Background: an optimization exercise with open tools, aiming at small area, a short achievable clock period and few clock cycles per item. Do not read the settings as production practice. Power figures rest on the tool's default switching activity, not on a simulated workload.

==> module fetch_top, before the edit <==
module fetch_top (
    input  logic  clk_in,
    input  logic  br_reset,
    input  logic  stall,
    input  logic  redirect_valid,
    input  logic [31:0] redirect_pc,
    output logic  out_valid,
    output logic [31:0] out_ins,
    output logic [31:0] out_pc,
    output logic [31:0] out_pred_pc,
    input  logic  upd_valid,
    input  logic [31:0] upd_pc,
    input  logic  upd_taken,
    output logic  mem_req,
    output logic [31:0] mem_addr,
    input  logic  mem_ack,
    input  logic [31:0] mem_data
);
    localparam logic [6:0] OP_JAL    = 7'b1101111;
    localparam logic [6:0] OP_BRANCH = 7'b1100011;
    logic [1:0]  ctr_q [16];
    logic [31:2] addr_q;      
    logic [31:2] np_q;        
    logic        stale_q;     
    logic        discard;
    logic        deliver;
    assign mem_addr    = {addr_q, 2'b00};
    assign out_pc      = {addr_q, 2'b00};
    assign out_pred_pc = {np_q, 2'b00};
    assign discard = mem_req && mem_ack && (stale_q || redirect_valid);
    assign deliver = mem_req && mem_ack && !stale_q && !redirect_valid && !stall;
    logic        is_jal, is_br, taken;
    logic [18:0] t_x;         
    logic [18:0] t_ci;        
    logic        t_c;
    logic [10:0] hi_inc, hi_dec;
    logic [29:0] seq_pc;
    assign is_jal = (mem_data[6:0] == OP_JAL);
    assign is_br  = (mem_data[6:0] == OP_BRANCH);
    assign taken  = is_jal || (is_br && ctr_q[addr_q[5:2]][1]);
    tgt_add tgt_add_i (.a(addr_q[20:2]), .ins(mem_data), .x(t_x), .ci(t_ci), .co(t_c));
    incdec #(.N(11)) hi_id (.x(addr_q[31:21]), .inc(hi_inc), .dec(hi_dec));
    logic [18:0] seq_lo;
    logic        seq_c;
    inc #(.N(19)) seq_i (.x(addr_q[20:2]), .y(seq_lo), .co(seq_c));
    assign seq_pc = {seq_c ? hi_inc : addr_q[31:21], seq_lo};
    logic [29:0] np_hold;     
    logic        take;        
    logic [10:0] hi_c1, hi_c0;
    logic [10:0] np_hi_c1, np_hi_c0;
    logic [29:0] np_d;
    always_comb begin
        if (br_reset) begin
            np_hold = '0;
        end else if (redirect_valid) begin
            np_hold = redirect_pc[31:2];
        end else if (deliver) begin
            np_hold = seq_pc;
        end else begin
            np_hold = np_q;
        end
    end
    assign take  = deliver && taken && !br_reset;
    assign hi_c1 = mem_data[31] ? addr_q[31:21] : hi_inc;
    assign hi_c0 = mem_data[31] ? hi_dec : addr_q[31:21];
    assign np_hi_c1 = take ? hi_c1 : np_hold[29:19];
    assign np_hi_c0 = take ? hi_c0 : np_hold[29:19];
    logic [18:0] np_lo_q;
    sel2 #(.N(19)) lo_sel (.s(take), .a(t_x), .b(np_hold[18:0]), .y(np_lo_q));
    xor_and #(.N(19)) lo_sum (.q(np_lo_q), .t(take), .c(t_ci), .y(np_d[18:0]));
    sel2 #(.N(11)) hi_sel (.s(t_c), .a(np_hi_c1), .b(np_hi_c0), .y(np_d[29:19]));
    always_ff @(posedge clk_in) begin
        if (br_reset) begin
            mem_req   <= 1'b0;
            out_valid <= 1'b0;
            stale_q   <= 1'b0;
        end else begin
            out_valid <= deliver;
            if (!mem_req) begin
                if (!redirect_valid) begin
                    mem_req <= 1'b1;
                    stale_q <= 1'b0;
                end
            end else begin
                if (redirect_valid) begin
                    stale_q <= 1'b1;
                end
                if (discard) begin
                    mem_req <= 1'b0;
                end
                if (deliver) begin
                    mem_req <= 1'b0;
                end
            end
        end
    end
    always_ff @(posedge clk_in) begin
        np_q <= np_d;
    end
    always_ff @(posedge clk_in) begin
        if (!mem_req && !redirect_valid) begin
            addr_q <= np_q;
        end
    end
    always_ff @(posedge clk_in) begin
        out_ins <= mem_data;
    end
    for (genvar i = 0; i < 16; i++) begin : ctr_
        logic [1:0] c;
        logic [1:0] c_next;
        assign c = ctr_q[i];
        assign c_next = upd_taken ? {c[1] | c[0], c[1] | !c[0]}
                                  : {c[1] & c[0], c[1] & !c[0]};
        always_ff @(posedge clk_in) begin
            if (br_reset) begin
                ctr_q[i] <= 2'b01;
            end else if (upd_valid && upd_pc[5:2] == i) begin
                ctr_q[i] <= c_next;
            end
        end
    end
endmodule
==> module tgt_add, before the edit <==
module tgt_add (
    input  logic [18:0] a,
    input  logic [31:0] ins,
    output logic [18:0] x,
    output logic [18:0] ci,
    output logic        co
);
    logic [18:0] b;
    assign b[18]    = ins[31];
    assign b[17:13] = ins[2] ? ins[19:15] : {5{ins[31]}};
    assign b[12:10] = ins[3] ? ins[14:12] : {3{ins[31]}};
    assign b[9]     = ins[3] ? ins[20] : ins[7];
    assign b[8:3]   = ins[30:25];
    assign b[2:0]   = ins[2] ? ins[24:22] : ins[11:9];
    ks_carry #(.N(19)) add_i (.a(a), .b(b), .x(x), .ci(ci), .co(co));
endmodule
==> module ks_carry, before the edit <==
module ks_carry #(
    parameter int N = 8
) (
    input  logic [N-1:0] a,
    input  logic [N-1:0] b,
    output logic [N-1:0] x,
    output logic [N-1:0] ci,
    output logic         co
);
    localparam int L = (N > 16) ? 5 : (N > 8) ? 4 : (N > 4) ? 3 : (N > 2) ? 2 : 1;
    logic [N-1:0] g [L+1];
    logic [N-1:0] p [L+1];
    bit_xor #(.N(N)) x_i (.a(a), .b(b), .y(x));
    bit_and #(.N(N)) g_i (.a(a), .b(b), .y(g[0]));
    assign p[0] = x;
    for (genvar l = 0; l < L; l++) begin : lvl
        for (genvar i = 0; i < N; i++) begin : bit_
            if (i >= (1 << l)) begin : comb
                assign g[l+1][i] = g[l][i] | (p[l][i] & g[l][i-(1<<l)]);
                assign p[l+1][i] = p[l][i] & p[l][i-(1<<l)];
            end else begin : pass
                assign g[l+1][i] = g[l][i];
                assign p[l+1][i] = p[l][i];
            end
        end
    end
    assign ci = {g[L][N-2:0], 1'b0};
    assign co = g[L][N-1];
endmodule
==> module xor_and, before the edit <==
module xor_and #(
    parameter int N = 8
) (
    input  logic [N-1:0] q,
    input  logic         t,
    input  logic [N-1:0] c,
    output logic [N-1:0] y
);
    assign y = q ^ ({N{t}} & c);
endmodule
export LEC_CHECK = 0
export ABC_CLOCK_PERIOD_IN_PS = 3000
export CAP_MARGIN = 20
export CORE_MARGIN = 8
export CORE_UTILIZATION = 40
export CTS_BUF_LIST = sky130_fd_sc_hd__clkbuf_4 sky130_fd_sc_hd__clkbuf_8
export CTS_CLUSTER_SIZE = 30
export SETUP_SLACK_MARGIN = 3.0
export SLEW_MARGIN = 20
export SYNTH_HIERARCHICAL = 1
export SYNTH_MINIMUM_KEEP_SIZE = 0
create_clock -name core_clock -period 6.0 [get_ports {clk_in}]
standard.sh (not shown) runs the stock make flow with config.mk's settings and CLKGATE_MAP_FILE= SYNTH_SCRIPT=/design/flow/synth_recipe.tcl, a recipe that flattens the netlist after the stock synthesis.
==> flow/flow/run.sh <==
#!/bin/bash
# The standard layout, with the ports buffered by the smallest buffer
# instead of the flow's default pick; repair still resizes them as needed.
set -euo pipefail
export BUFFER_PORTS_ARGS="-buffer_cell sky130_fd_sc_hd__buf_1"
export REMOVE_ABC_BUFFERS=1
bash standard.sh > standard.log 2>&1
Then changed:
--- a/flow/design.v
+++ b/flow/design.v
@@ -29,21 +29,20 @@
     assign mem_addr    = {addr_q, 2'b00};
     assign out_pc      = {addr_q, 2'b00};
     assign out_pred_pc = {np_q, 2'b00};
     assign discard = mem_req && mem_ack && (stale_q || redirect_valid);
     assign deliver = mem_req && mem_ack && !stale_q && !redirect_valid && !stall;
     logic        is_jal, is_br, taken;
-    logic [18:0] t_x;         
-    logic [18:0] t_ci;        
+    logic [18:0] t_lo;
     logic        t_c;
     logic [10:0] hi_inc, hi_dec;
     logic [29:0] seq_pc;
     assign is_jal = (mem_data[6:0] == OP_JAL);
     assign is_br  = (mem_data[6:0] == OP_BRANCH);
     assign taken  = is_jal || (is_br && ctr_q[addr_q[5:2]][1]);
-    tgt_add tgt_add_i (.a(addr_q[20:2]), .ins(mem_data), .x(t_x), .ci(t_ci), .co(t_c));
+    tgt_add tgt_add_i (.a(addr_q[20:2]), .ins(mem_data), .s(t_lo), .co(t_c));
     incdec #(.N(11)) hi_id (.x(addr_q[31:21]), .inc(hi_inc), .dec(hi_dec));
     logic [18:0] seq_lo;
     logic        seq_c;
     inc #(.N(19)) seq_i (.x(addr_q[20:2]), .y(seq_lo), .co(seq_c));
     assign seq_pc = {seq_c ? hi_inc : addr_q[31:21], seq_lo};
     logic [29:0] np_hold;     
@@ -64,15 +63,13 @@
     end
     assign take  = deliver && taken && !br_reset;
     assign hi_c1 = mem_data[31] ? addr_q[31:21] : hi_inc;
     assign hi_c0 = mem_data[31] ? hi_dec : addr_q[31:21];
     assign np_hi_c1 = take ? hi_c1 : np_hold[29:19];
     assign np_hi_c0 = take ? hi_c0 : np_hold[29:19];
-    logic [18:0] np_lo_q;
-    sel2 #(.N(19)) lo_sel (.s(take), .a(t_x), .b(np_hold[18:0]), .y(np_lo_q));
-    xor_and #(.N(19)) lo_sum (.q(np_lo_q), .t(take), .c(t_ci), .y(np_d[18:0]));
+    sel2 #(.N(19)) lo_sel (.s(take), .a(t_lo), .b(np_hold[18:0]), .y(np_d[18:0]));
     sel2 #(.N(11)) hi_sel (.s(t_c), .a(np_hi_c1), .b(np_hi_c0), .y(np_d[29:19]));
     always_ff @(posedge clk_in) begin
         if (br_reset) begin
             mem_req   <= 1'b0;
             out_valid <= 1'b0;
             stale_q   <= 1'b0;
@@ -122,37 +119,36 @@
         end
     end
 endmodule
 module tgt_add (
     input  logic [18:0] a,
     input  logic [31:0] ins,
-    output logic [18:0] x,
-    output logic [18:0] ci,
+    output logic [18:0] s,
     output logic        co
 );
     logic [18:0] b;
     assign b[18]    = ins[31];
     assign b[17:13] = ins[2] ? ins[19:15] : {5{ins[31]}};
     assign b[12:10] = ins[3] ? ins[14:12] : {3{ins[31]}};
     assign b[9]     = ins[3] ? ins[20] : ins[7];
     assign b[8:3]   = ins[30:25];
     assign b[2:0]   = ins[2] ? ins[24:22] : ins[11:9];
-    ks_carry #(.N(19)) add_i (.a(a), .b(b), .x(x), .ci(ci), .co(co));
-endmodule
-module ks_carry #(
-    parameter int N = 8
-) (
-    input  logic [N-1:0] a,
-    input  logic [N-1:0] b,
-    output logic [N-1:0] x,
-    output logic [N-1:0] ci,
+    ks_add #(.N(19)) add_i (.a(a), .b(b), .s(s), .co(co));
+endmodule
+module ks_add #(
+    parameter int N = 8
+) (
+    input  logic [N-1:0] a,
+    input  logic [N-1:0] b,
+    output logic [N-1:0] s,
     output logic         co
 );
     localparam int L = (N > 16) ? 5 : (N > 8) ? 4 : (N > 4) ? 3 : (N > 2) ? 2 : 1;
     logic [N-1:0] g [L+1];
     logic [N-1:0] p [L+1];
+    logic [N-1:0] x;
     bit_xor #(.N(N)) x_i (.a(a), .b(b), .y(x));
     bit_and #(.N(N)) g_i (.a(a), .b(b), .y(g[0]));
     assign p[0] = x;
     for (genvar l = 0; l < L; l++) begin : lvl
         for (genvar i = 0; i < N; i++) begin : bit_
             if (i >= (1 << l)) begin : comb
@@ -161,13 +157,13 @@
             end else begin : pass
                 assign g[l+1][i] = g[l][i];
                 assign p[l+1][i] = p[l][i];
             end
         end
     end
-    assign ci = {g[L][N-2:0], 1'b0};
+    bit_xor #(.N(N)) s_i (.a(x), .b({g[L][N-2:0], 1'b0}), .y(s));
     assign co = g[L][N-1];
 endmodule
 module bit_xor #(
     parameter int N = 8
 ) (
     input  logic [N-1:0] a,
@@ -201,27 +197,17 @@
     input  logic [N-1:0] x,
     output logic [N-1:0] y,
     output logic         co
 );
     assign {co, y} = {1'b0, x} + 1'b1;
 endmodule
-module xor_and #(
-    parameter int N = 8
-) (
-    input  logic [N-1:0] q,
-    input  logic         t,
-    input  logic [N-1:0] c,
+module sel2 #(
+    parameter int N = 8
+) (
+    input  logic         s,
+    input  logic [N-1:0] a,
+    input  logic [N-1:0] b,
     output logic [N-1:0] y
 );
-    assign y = q ^ ({N{t}} & c);
-endmodule
-module sel2 #(
-    parameter int N = 8
-) (
-    input  logic         s,
-    input  logic [N-1:0] a,
-    input  logic [N-1:0] b,
-    output logic [N-1:0] y
-);
     assign y = s ? a : b;
 endmodule
 `default_nettype wire
Effect: Maximum frequency goes down by 1.7%. Worst hold slack gets worse by 0.0081 ns. Synthesized area falls by 1.4%. Power is about the same. Count of clock-buffer cells in the layout is unchanged. Global-route usage is lower by 0.17 points. Combinational power went up by 5.8%. Worst setup slack is worse by 0.053 ns. Register-to-register slack got worse by 0.10 ns. Cell count decreases by 2.1%. Die area shrinks by 1.3%. Utilization climbs by 0.77 points. Final area is lower by 1.0%. Sequential power stays flat.
No run of this note included a check of the RTL's function; only the layout flow was run.

==> separate check: timing with driven ports <==
The flow's constraints put no driver on any port. The routed layouts listed below were extracted and timed again, unchanged, in two steps.
Step 1 (the two cells are an assumption about what drives the block):
set clk [get_ports {clk_in}]
set_driving_cell -lib_cell sky130_fd_sc_hd__clkbuf_16 $clk
set_driving_cell -lib_cell sky130_fd_sc_hd__buf_2 [delete_from_list [all_inputs] $clk]
Step 2 also shifts input and output timing later by t, the mid clock arrival at the registers, as if the neighbouring blocks saw the same clock.
Three values: ideal, step 1, step 2; two values: the first two.
run	t, ns	setup slack, ns	hold slack, ns	worst setup path at the end	worst register clock-pin slew, ns
the first run	0.481	2.978 / 2.921 / 2.440	0.463 / 0.463 / 0.463	input to register	0.08 / 0.08
the second run	0.476	2.925 / 2.786 / 2.311	0.455 / 0.455 / 0.455	input to register	0.09 / 0.09
After both steps every run listed still meets setup and hold. For the second run, which loses most, drivers alone change the setup slack by -0.139 ns; drivers and shift together by -0.614 ns.
